Source: an optimization exercise on an open RTL-to-GDS flow (aim: small area and a short achievable clock period). Production flows keep margins and buffers that such runs may drop.
Only simulation tests tie the RTL to the original design; equivalence was not proved.
No driver is modelled on the clock port, so clock power and skew are understated where the tree is cut down; a real chip needs a root buffer or a tree.
Power and IR drop assume default switching activity.

Design log2, start of the top module:
module log2 #(
  parameter int FRAC_W = 5,
  parameter int MANT_W = 16
) (
  input  logic              clk,
  input  logic              rst_n,
  input  logic [7:0]        x,
  input  logic              validx,
  output logic [FRAC_W+2:0] y,
  output logic              validy
);
  logic [9:0] nrm;
  logic a20, a21, a22, a24, a25, a26, a27, a28, a29, a31;
  logic a32, a33, a34, a35, a36, a37, a38, a39, a41, a42;
  logic a43, a44, a45, a46, a47, a49, a50, a51, a52, a54;
  logic a55, a56, a57, a58, a59, a60, a61, a62, a63, a64;
  logic a66, a67, a68, a69, a70, a71, a73, a74, a75, a77;
  logic a78;
  assign nrm[0] = x[0] & x[7];
  assign a20 = x[6] & ~x[7];
  assign a21 = x[0] & a20;
  assign a22 = x[1] & x[7];
  assign nrm[1] = a21 | a22;
  assign a24 = ~x[6] & ~x[7];
  assign a25 = x[5] & a24;
  assign a26 = x[0] & a25;
  assign a27 = x[1] & a20;
  assign a28 = x[2] & x[7];
  assign a29 = ~a27 & ~a28;
  assign nrm[2] = a26 | ~a29;
  assign a31 = x[1] & a25;
  assign a32 = ~x[5] & ~x[7];
  assign a33 = x[0] & ~x[6];
  assign a34 = x[4] & a33;
  assign a35 = a32 & a34;
  assign a36 = x[2] & a20;
  assign a37 = x[3] & x[7];
  assign a38 = ~a36 & ~a37;
  assign a39 = ~a35 & a38;
  assign nrm[3] = a31 | ~a39;
  assign a41 = x[1] & ~x[5];
  assign a42 = ~x[7] & ~a41;
  assign a43 = x[4] & ~a20;
  assign a44 = ~a42 & a43;
  assign a45 = x[3] & a20;
  assign a46 = ~a44 & ~a45;
  assign a47 = ~x[4] & ~x[5];
  assign nrm[9] = ~a24 | ~a47;
  assign a49 = x[0] & x[3];
  assign a50 = ~nrm[9] & a49;
  assign a51 = x[2] & a25;
  ...
clock: 7.0 ns
lec_check: 0
cap_margin: 20
core_area: 2 2 62 62
die_area: 0 0 64 64
place_density: 0.6
setup_slack_margin: 4.7
slew_margin: 20
standard.sh (not shown) runs the stock make flow with config.mk's settings and CLKGATE_MAP_FILE= SYNTH_SCRIPT=/design/flow/synth_recipe.tcl, a recipe that flattens the netlist after the stock synthesis.
==> flow/flow/run.sh <==
#!/bin/bash
# Layout flow: the standard ORFS flow (standard.sh), with these changes:
#  - synthesis is the standard flow's own script (synth_recipe.tcl), except for its final
#    ABC mapping call: the logic feeding the first-stage registers (the input
#    cone of wire nrm, on the paths from the inputs) is mapped first with
#    flow/abc_stage1.script (delay-driven mapping and sizing), then the rest
#    with flow/abc_map.script (area mapping, sized to a looser delay target);
#    Yosys's own quick ABC pass inside synth is skipped (SYNTH_ARGS -noabc)
#    so that this mapping starts from the RTL's AND/inverter network, and the
#    half/full-adder extraction is left out (ADDER_MAP_FILE empty);
#  - the port buffers that global placement inserts are buf_1 cells;
#  - after CTS, flow/clock_one_buffer.tcl replaces the clock tree with one
#    clock buffer driving all the registers (there are only 20), and gives
#    the input ports' buffers the cell INPUT_BUF_CELL when that is set.
# Each step's full output goes to a log file in this folder (synth.log,
# layout.log), and ORFS's own per-step logs stay under orfs/logs/.
set -euo pipefail
W=$PWD
F=$W/flow

# Synthesis script: synth_recipe.tcl with the abc call redirected.
{
  head -n 1 synth_recipe.tcl
  cat <<TCL
proc abc {args} {
  set i [lsearch -exact \$args -script]
  if {[file exists {$F/abc_stage1.script}]} {
    # The logic feeding the first-stage registers (the cone of wire nrm)
    # is mapped first, with its own script.
    set a1 \$args
    lset a1 [expr {\$i + 1}] {$F/abc_stage1.script}
    yosys abc {*}\$a1 w:nrm %ci*
  }
  lset args [expr {\$i + 1}] {$F/abc_map.script}
  yosys abc {*}\$args
}
TCL
  tail -n +2 synth_recipe.tcl
} > own_synth.tcl

VARS=(
  "SYNTH_SCRIPT=$W/own_synth.tcl"
  "BUFFER_PORTS_ARGS=-buffer_cell sky130_fd_sc_hd__buf_1"
  "ADDER_MAP_FILE="
  "SYNTH_ARGS=-noabc"
  "POST_CTS_TCL=$F/clock_one_buffer.tcl"
  "CLOCK_ONE_BUFFER_CELL=sky130_fd_sc_hd__clkbuf_8"
  "INPUT_BUF_CELL=sky130_fd_sc_hd__buf_2"
)
bash standard.sh "${VARS[@]}" synth > synth.log 2>&1
bash standard.sh "${VARS[@]}" finish > layout.log 2>&1
==> flow/flow/abc_map.script <==
strash
map -D 1000
topo
buffer -p
upsize -D 1400
dnsize -D 1400
Other scripts of this flow, unchanged in this note and not shown: flow/flow/abc_stage1.script, flow/flow/clock_one_buffer.tcl
The first run finished clean.
Edit:
==> flow/flow/abc_map.script (replaced) <==
strash
amap
topo
After rerunning: Die area is unchanged. Maximum frequency stays flat. Design area is about the same. Clock power falls by 4.9%. Utilization hardly moves. Critical path depth stays the same. Area after synthesis falls by 0.44%.
Edit:
==> flow/flow/abc_map.script (replaced) <==
strash
amap
topo
buffer -p
upsize -D 1600
dnsize -D 1600
After rerunning:
- worst setup slack improves by 0.017 ns
- sequential power barely changes
- final area is unchanged
- register-to-register slack hardly moves
- total power came out higher slightly
- via count came out higher by a few percent
- wire length came out higher by roughly a tenth
- area after synthesis does not change
- core utilization stays the same
- clock skew hardly moves
- combinational power came out higher by a few percent
In every run of this note, the design's own scripts or RTL, not TritonCTS, make the clock network.

---

== juniper ==
log2, a different RTL version from the one above (not shown whole).
Size in the first run: about 100 cells after synthesis, ~20 flip-flops, about 20 I/O pins.
export LEC_CHECK = 0
export CAP_MARGIN = 20
export CORE_AREA = 2 2 62 62
export DIE_AREA = 0 0 64 64
export PLACE_DENSITY = 0.6
export SETUP_SLACK_MARGIN = 4.85
export SLEW_MARGIN = 20
create_clock -name core_clock -period 7.0 [get_ports {clk}]
==> flow/flow/run.sh <==
#!/bin/bash
# Layout flow: the standard ORFS flow (standard.sh) with two changes:
#  - synthesis is the standard flow's own script, except that its final ABC mapping call
#    uses flow/abc_map.script (area-oriented mapping of the AND/inverter
#    network in the RTL) in place of ORFS's speed script;
#    Yosys's own quick ABC pass inside synth is skipped (SYNTH_ARGS -noabc)
#    so that this mapping starts from the RTL's network, and the
#    half/full-adder extraction is left out (ADDER_MAP_FILE empty);
#  - the port buffers that global placement inserts are buf_1 cells;
#  - after CTS, flow/clock_one_buffer.tcl replaces the clock tree with one
#    clock buffer driving all the registers (there are only 20).
# Each step's full output goes to a log file in this folder, and ORFS's own
# per-step logs stay under orfs/logs/.
set -euo pipefail
W=$PWD
F=$W/flow

# Synthesis script: synth_recipe.tcl with the abc call redirected.
{
  head -n 1 synth_recipe.tcl
  cat <<TCL
proc abc {args} {
  set i [lsearch -exact \$args -script]
  if {[file exists {$F/abc_stage1.script}]} {
    # The logic feeding the first-stage registers (the cone of wire nrm)
    # is mapped first, with its own script.
    set a1 \$args
    lset a1 [expr {\$i + 1}] {$F/abc_stage1.script}
    yosys abc {*}\$a1 w:nrm %ci*
  }
  lset args [expr {\$i + 1}] {$F/abc_map.script}
  yosys abc {*}\$args
}
TCL
  tail -n +2 synth_recipe.tcl
} > own_synth.tcl

VARS=(
  "SYNTH_SCRIPT=$W/own_synth.tcl"
  "BUFFER_PORTS_ARGS=-buffer_cell sky130_fd_sc_hd__buf_1"
  "ADDER_MAP_FILE="
  "SYNTH_ARGS=-noabc"
  "POST_CTS_TCL=$F/clock_one_buffer.tcl"
  "CLOCK_ONE_BUFFER_CELL=sky130_fd_sc_hd__clkbuf_8"
)
bash standard.sh "${VARS[@]}" synth > synth.log 2>&1
bash standard.sh "${VARS[@]}" finish > layout.log 2>&1
==> flow/flow/abc_map.script <==
strash
amap
topo
==> flow/flow/clock_one_buffer.tcl <==
# POST_CTS_TCL hook: the design has only a few registers, so CTS's two-level
# tree (a root buffer, leaf buffers and dummy loads) is replaced by a single
# clock buffer that drives every register's clock pin; every register still
# gets its clock through a buffer, the same one for all.
set block [ord::get_db_block]
set port_net [[$block findBTerm clk] getNet]
set sinks {}
set tree {}
set tree_nets {}
set todo [list $port_net]
# Walk the clock network from the port: registers are sinks, everything else
# on it (buffers, inverters, dummy loads) belongs to the tree.
while {[llength $todo]} {
  set net [lindex $todo 0]
  set todo [lrange $todo 1 end]
  foreach it [$net getITerms] {
    if {![$it isInputSignal]} continue
    set inst [$it getInst]
    if {[[$inst getMaster] isSequential]} {
      lappend sinks $it
    } elseif {[lsearch $tree $inst] < 0} {
      lappend tree $inst
      foreach ot [$inst getITerms] {
        if {[$ot isOutputSignal] && [$ot getNet] ne "NULL"} {
          lappend todo [$ot getNet]
          lappend tree_nets [$ot getNet]
        }
      }
    }
  }
}
puts "clock_one_buffer: [llength $sinks] clock sinks, removing [llength $tree] tree cells"
set xs 0; set ys 0
foreach it $sinks {
  lassign [[$it getInst] getLocation] x y
  set xs [expr {$xs + $x}]; set ys [expr {$ys + $y}]
  $it disconnect
}
foreach inst $tree { odb::dbInst_destroy $inst }
foreach net [lsort -unique $tree_nets] { odb::dbNet_destroy $net }
set master [[ord::get_db] findMaster $::env(CLOCK_ONE_BUFFER_CELL)]
set buf [odb::dbInst_create $block $master clkbuf_0_clk]
set net [odb::dbNet_create $block clknet_0_clk]
$net setSigType CLOCK
[$buf findITerm A] connect $port_net
[$buf findITerm X] connect $net
foreach it $sinks { $it connect $net }
set n [llength $sinks]
$buf setLocation [expr {int($xs / $n)}] [expr {int($ys / $n)}]
$buf setPlacementStatus PLACED
detailed_placement
check_placement -verbose
estimate_parasitics -placement
report_clock_skew

# Optionally give the input ports' buffers a stronger cell of the same
# function (the paths from the inputs are the design's longest).
if {[info exists ::env(INPUT_BUF_CELL)] && $::env(INPUT_BUF_CELL) ne ""} {
  set bm [[ord::get_db] findMaster $::env(INPUT_BUF_CELL)]
  foreach bt [$block getBTerms] {
    if {[$bt getIoType] ne "INPUT" || [$bt getName] eq "clk"} continue
    foreach it [[$bt getNet] getITerms] {
      set inst [$it getInst]
      if {[string match "sky130_fd_sc_hd__buf_*" [[$inst getMaster] getName]]} { $inst swapMaster $bm }
    }
  }
  detailed_placement
  estimate_parasitics -placement
}
juniper has completed all stages; timing, DRC and antenna checks passed.
[inputs] cedar vs juniper
# juniper
export LEC_CHECK = 0
export CAP_MARGIN = 20
export CORE_AREA = 2 2 62 62
export DIE_AREA = 0 0 64 64
export PLACE_DENSITY = 0.6
export SETUP_SLACK_MARGIN = 4.85
export SLEW_MARGIN = 20
create_clock -name core_clock -period 7.0 [get_ports {clk}]
# cedar
export LEC_CHECK = 0
export CAP_MARGIN = 20
export CORE_AREA = 2 2 62 62
export DIE_AREA = 0 0 64 64
export PLACE_DENSITY = 0.6
export SETUP_SLACK_MARGIN = 4.7
export SLEW_MARGIN = 20
create_clock -name core_clock -period 7.0 [get_ports {clk}]
diff --git a/flow/flow/run.sh b/flow/flow/run.sh
--- a/flow/flow/run.sh
+++ b/flow/flow/run.sh
@@ -44,0 +45 @@
+  "INPUT_BUF_CELL=sky130_fd_sc_hd__buf_2"
==> flow/flow/abc_map.script <==
strash
amap
topo
buffer -p
upsize -D 1500
dnsize -D 1500
==> flow/flow/abc_stage1.script (new file) <==
strash
map -D 400
topo
buffer -p
upsize -D 400
dnsize -D 400
diff --git a/flow/flow/clock_one_buffer.tcl b/flow/flow/clock_one_buffer.tcl
--- a/flow/flow/clock_one_buffer.tcl
+++ b/flow/flow/clock_one_buffer.tcl
@@ -69,0 +70,14 @@
+
+# Optionally the same for the output ports' buffers.
+if {[info exists ::env(OUTPUT_BUF_CELL)] && $::env(OUTPUT_BUF_CELL) ne ""} {
+  set bm [[ord::get_db] findMaster $::env(OUTPUT_BUF_CELL)]
+  foreach bt [$block getBTerms] {
+    if {[$bt getIoType] ne "OUTPUT"} continue
+    foreach it [[$bt getNet] getITerms] {
+      set inst [$it getInst]
+      if {[$it isOutputSignal] && [string match "sky130_fd_sc_hd__buf_*" [[$inst getMaster] getName]]} { $inst swapMaster $bm }
+    }
+  }
+  detailed_placement
+  estimate_parasitics -placement
+}
cedar against juniper: area after synthesis increased about 5%, met3 wirelength from detailed routing decreased 1 um, worst setup slack after layout decreased 0.056 ns, power consumed by combinational cells decreased about 10%, global-route wire length before repair increased about 4%.
Every stage of the flow completed for cedar, and the final layout passed the timing, design-rule and antenna checks.
For cedar, the worst setup path startpoint was m_q[3], unlike juniper, where it was x[7].
--- input diff cedar..maple ---
# cedar
export LEC_CHECK = 0
export CAP_MARGIN = 20
export CORE_AREA = 2 2 62 62
export DIE_AREA = 0 0 64 64
export PLACE_DENSITY = 0.6
export SETUP_SLACK_MARGIN = 4.7
export SLEW_MARGIN = 20
create_clock -name core_clock -period 7.0 [get_ports {clk}]
# maple
export LEC_CHECK = 0
export CAP_MARGIN = 20
export CORE_AREA = 2 2 62 62
export DIE_AREA = 0 0 64 64
export PLACE_DENSITY = 0.6
export SETUP_SLACK_MARGIN = 4.75
export SLEW_MARGIN = 20
create_clock -name core_clock -period 7.0 [get_ports {clk}]
diff --git a/flow/flow/run.sh b/flow/flow/run.sh
--- a/flow/flow/run.sh
+++ b/flow/flow/run.sh
@@ -45 +44,0 @@
-  "INPUT_BUF_CELL=sky130_fd_sc_hd__buf_2"
==> flow/flow/abc_map.script <==
strash
amap
topo
diff --git a/flow/flow/clock_one_buffer.tcl b/flow/flow/clock_one_buffer.tcl
--- a/flow/flow/clock_one_buffer.tcl
+++ b/flow/flow/clock_one_buffer.tcl
@@ -70,14 +69,0 @@
-
-# Optionally the same for the output ports' buffers.
-if {[info exists ::env(OUTPUT_BUF_CELL)] && $::env(OUTPUT_BUF_CELL) ne ""} {
-  set bm [[ord::get_db] findMaster $::env(OUTPUT_BUF_CELL)]
-  foreach bt [$block getBTerms] {
-    if {[$bt getIoType] ne "OUTPUT"} continue
-    foreach it [[$bt getNet] getITerms] {
-      set inst [$it getInst]
-      if {[$it isOutputSignal] && [string match "sky130_fd_sc_hd__buf_*" [[$inst getMaster] getName]]} { $inst swapMaster $bm }
-    }
-  }
-  detailed_placement
-  estimate_parasitics -placement
-}
removed: flow/flow/abc_stage1.script
- In the tables for cedar and maple, largest fanout on the critical path reads higher with cedar.
- maple ended with less synthesized cell count than cedar.
- Run comparison: maple startpoint-to-endpoint class of the critical path primary input to flip-flop; cedar startpoint-to-endpoint class of the critical path flip-flop to flip-flop
- maple vs cedar, wire length of the first global-routing pass went down by about 3.2%.
- Where design area is concerned, cedar is outperformed by maple.
- [maple] number of cells on the critical path fell 2 relative to cedar
What amber does differently from maple at the input level:
diff --git a/flow/flow/run.sh b/flow/flow/run.sh
--- a/flow/flow/run.sh
+++ b/flow/flow/run.sh
@@ -44,0 +45 @@
+  "INPUT_BUF_CELL=sky130_fd_sc_hd__buf_2"
==> run summary <==
Of amber and maple, the higher layout overhead on the synthesized area belongs to amber.
On post-route minimum period, amber and maple are basically level.
Portion of total power attributed to the clock network: maple vs amber — no meaningful difference
Worst vdd rail ir drop was lower in the run labelled maple.
Filler cell count in the final layout ends up higher on maple.
Total wirelength of the detailed-routed design on amber is behind maple.
The inputs of lagoon differ from those of amber as listed below.
# amber
export LEC_CHECK = 0
export CAP_MARGIN = 20
export CORE_AREA = 2 2 62 62
export DIE_AREA = 0 0 64 64
export PLACE_DENSITY = 0.6
export SETUP_SLACK_MARGIN = 4.75
export SLEW_MARGIN = 20
create_clock -name core_clock -period 7.0 [get_ports {clk}]
# lagoon
export LEC_CHECK = 0
export CAP_MARGIN = 20
export CORE_AREA = 2 2 62 62
export DIE_AREA = 0 0 64 64
export PLACE_DENSITY = 0.6
export SETUP_SLACK_MARGIN = 4.7
export SLEW_MARGIN = 20
create_clock -name core_clock -period 7.0 [get_ports {clk}]
diff --git a/flow/flow/run.sh b/flow/flow/run.sh
--- a/flow/flow/run.sh
+++ b/flow/flow/run.sh
@@ -45 +44,0 @@
-  "INPUT_BUF_CELL=sky130_fd_sc_hd__buf_2"
==> flow/flow/abc_stage1.script (new file) <==
strash
map -D 400
topo
buffer -p
upsize -D 400
dnsize -D 400
## What came out
Looking at lagoon and amber, the sequential share of layout area is a wash.
In terms of proportion of power drawn by the clock network, lagoon and amber differ only marginally.
Relative to amber, post-synthesis to final-layout area growth has gone down in lagoon.
lagoon vs amber: global-route track usage on met3 down
Per the comparison of lagoon with amber, maximum achievable frequency increased by about 5% relative to the old numbers; global-route wire length before repair increased by 10% relative to the old numbers; post-layout minimum cycle time decreased by 0.099 ns relative to the old numbers; sum of routed wire segments on met1 decreased by 6.3% relative to the old numbers; design area decreased by 3.8 um2 relative to the old numbers.
Higher final worst slack was reported by lagoon, not amber.
## Diff of input files: harbor against lagoon
==> flow/flow/abc_map.script <==
strash
amap
topo
buffer -p
upsize -D 1400
dnsize -D 1400
==> flow/flow/abc_stage1.script <==
strash
map -D 350
topo
buffer -p
upsize -D 350
dnsize -D 350
## What came out
harbor completed end to end with timing, DRC and antenna clean.
Sequential share of layout area delta (lagoon -> harbor): insignificant
harbor and lagoon ended up with roughly the same delay of the slowest cell on the worst path.
The most common cell after layout, fill and taps aside comes out dfxtp_1 in one run and buf_1 in the other, namely in harbor and lagoon respectively.
lagoon -> harbor: clock skew flat
Compared with lagoon, harbor shows a higher fraction of met1 tracks used by global routing.
Diff lagoon -> harbor: register cell area after layout decreased by about 0.6% relative to the old numbers; final estimated routing congestion in global placement lost about 14%; worst slack at placement saw a decrease; power drawn by the clock network climbed about 1%.
No run of this note takes its clock network from TritonCTS; it comes from the design's own scripts or RTL.

==> port drivers added, routing unchanged <==
Ports are ideal in the flow. The routed layouts listed here were re-timed in OpenROAD.
Step 1: set_driving_cell puts a clkbuf_16 on clk and a buf_2 on each other input, an assumption about the parent block.
Step 2 moves the port delays by t, midway between the first and last clock arrival at a register: inputs arrive t later, outputs are due t later. That takes back most of the time a late clock gives input paths.
a / b / c = no drivers / after step 1 / after step 2; a / b = the first two.
run | t, ns | setup WS [ns] | worst setup path at the end | clock arrival spread, ns | cell pins on the clock port's net
the first run of note 1 | 0.192 | 4.954 / 4.929 / 4.803 | input to register | 0.000 / 0.001 | 1
the second run of note 1 | 0.182 | 4.949 / 4.929 / 4.801 | input to register | 0.003 / 0.002 | 1
the third run of note 1 | 0.182 | 4.966 / 4.943 / 4.801 | input to register | 0.001 / 0.001 | 1
juniper | 0.177 | 4.917 / 4.904 / 4.727 | input to register | 0.001 / 0.001 | 1
cedar | 0.188 | 4.861 / 4.861 / 4.819 | input to register | 0.003 / 0.003 | 1
maple | 0.177 | 4.824 / 4.821 / 4.644 | input to register | 0.001 / 0.001 | 1
amber | 0.177 | 4.825 / 4.824 / 4.647 | input to register | 0.001 / 0.002 | 1
lagoon | 0.178 | 4.924 / 4.916 / 4.738 | input to register | 0.000 / 0.000 | 1
harbor | 0.181 | 4.909 / 4.910 / 4.728 | input to register | 0.002 / 0.003 | 1
After both steps every run listed still meets setup and hold. The setup slack of juniper, which loses most, moves by -0.013 ns with the drivers and by -0.190 ns with both steps.
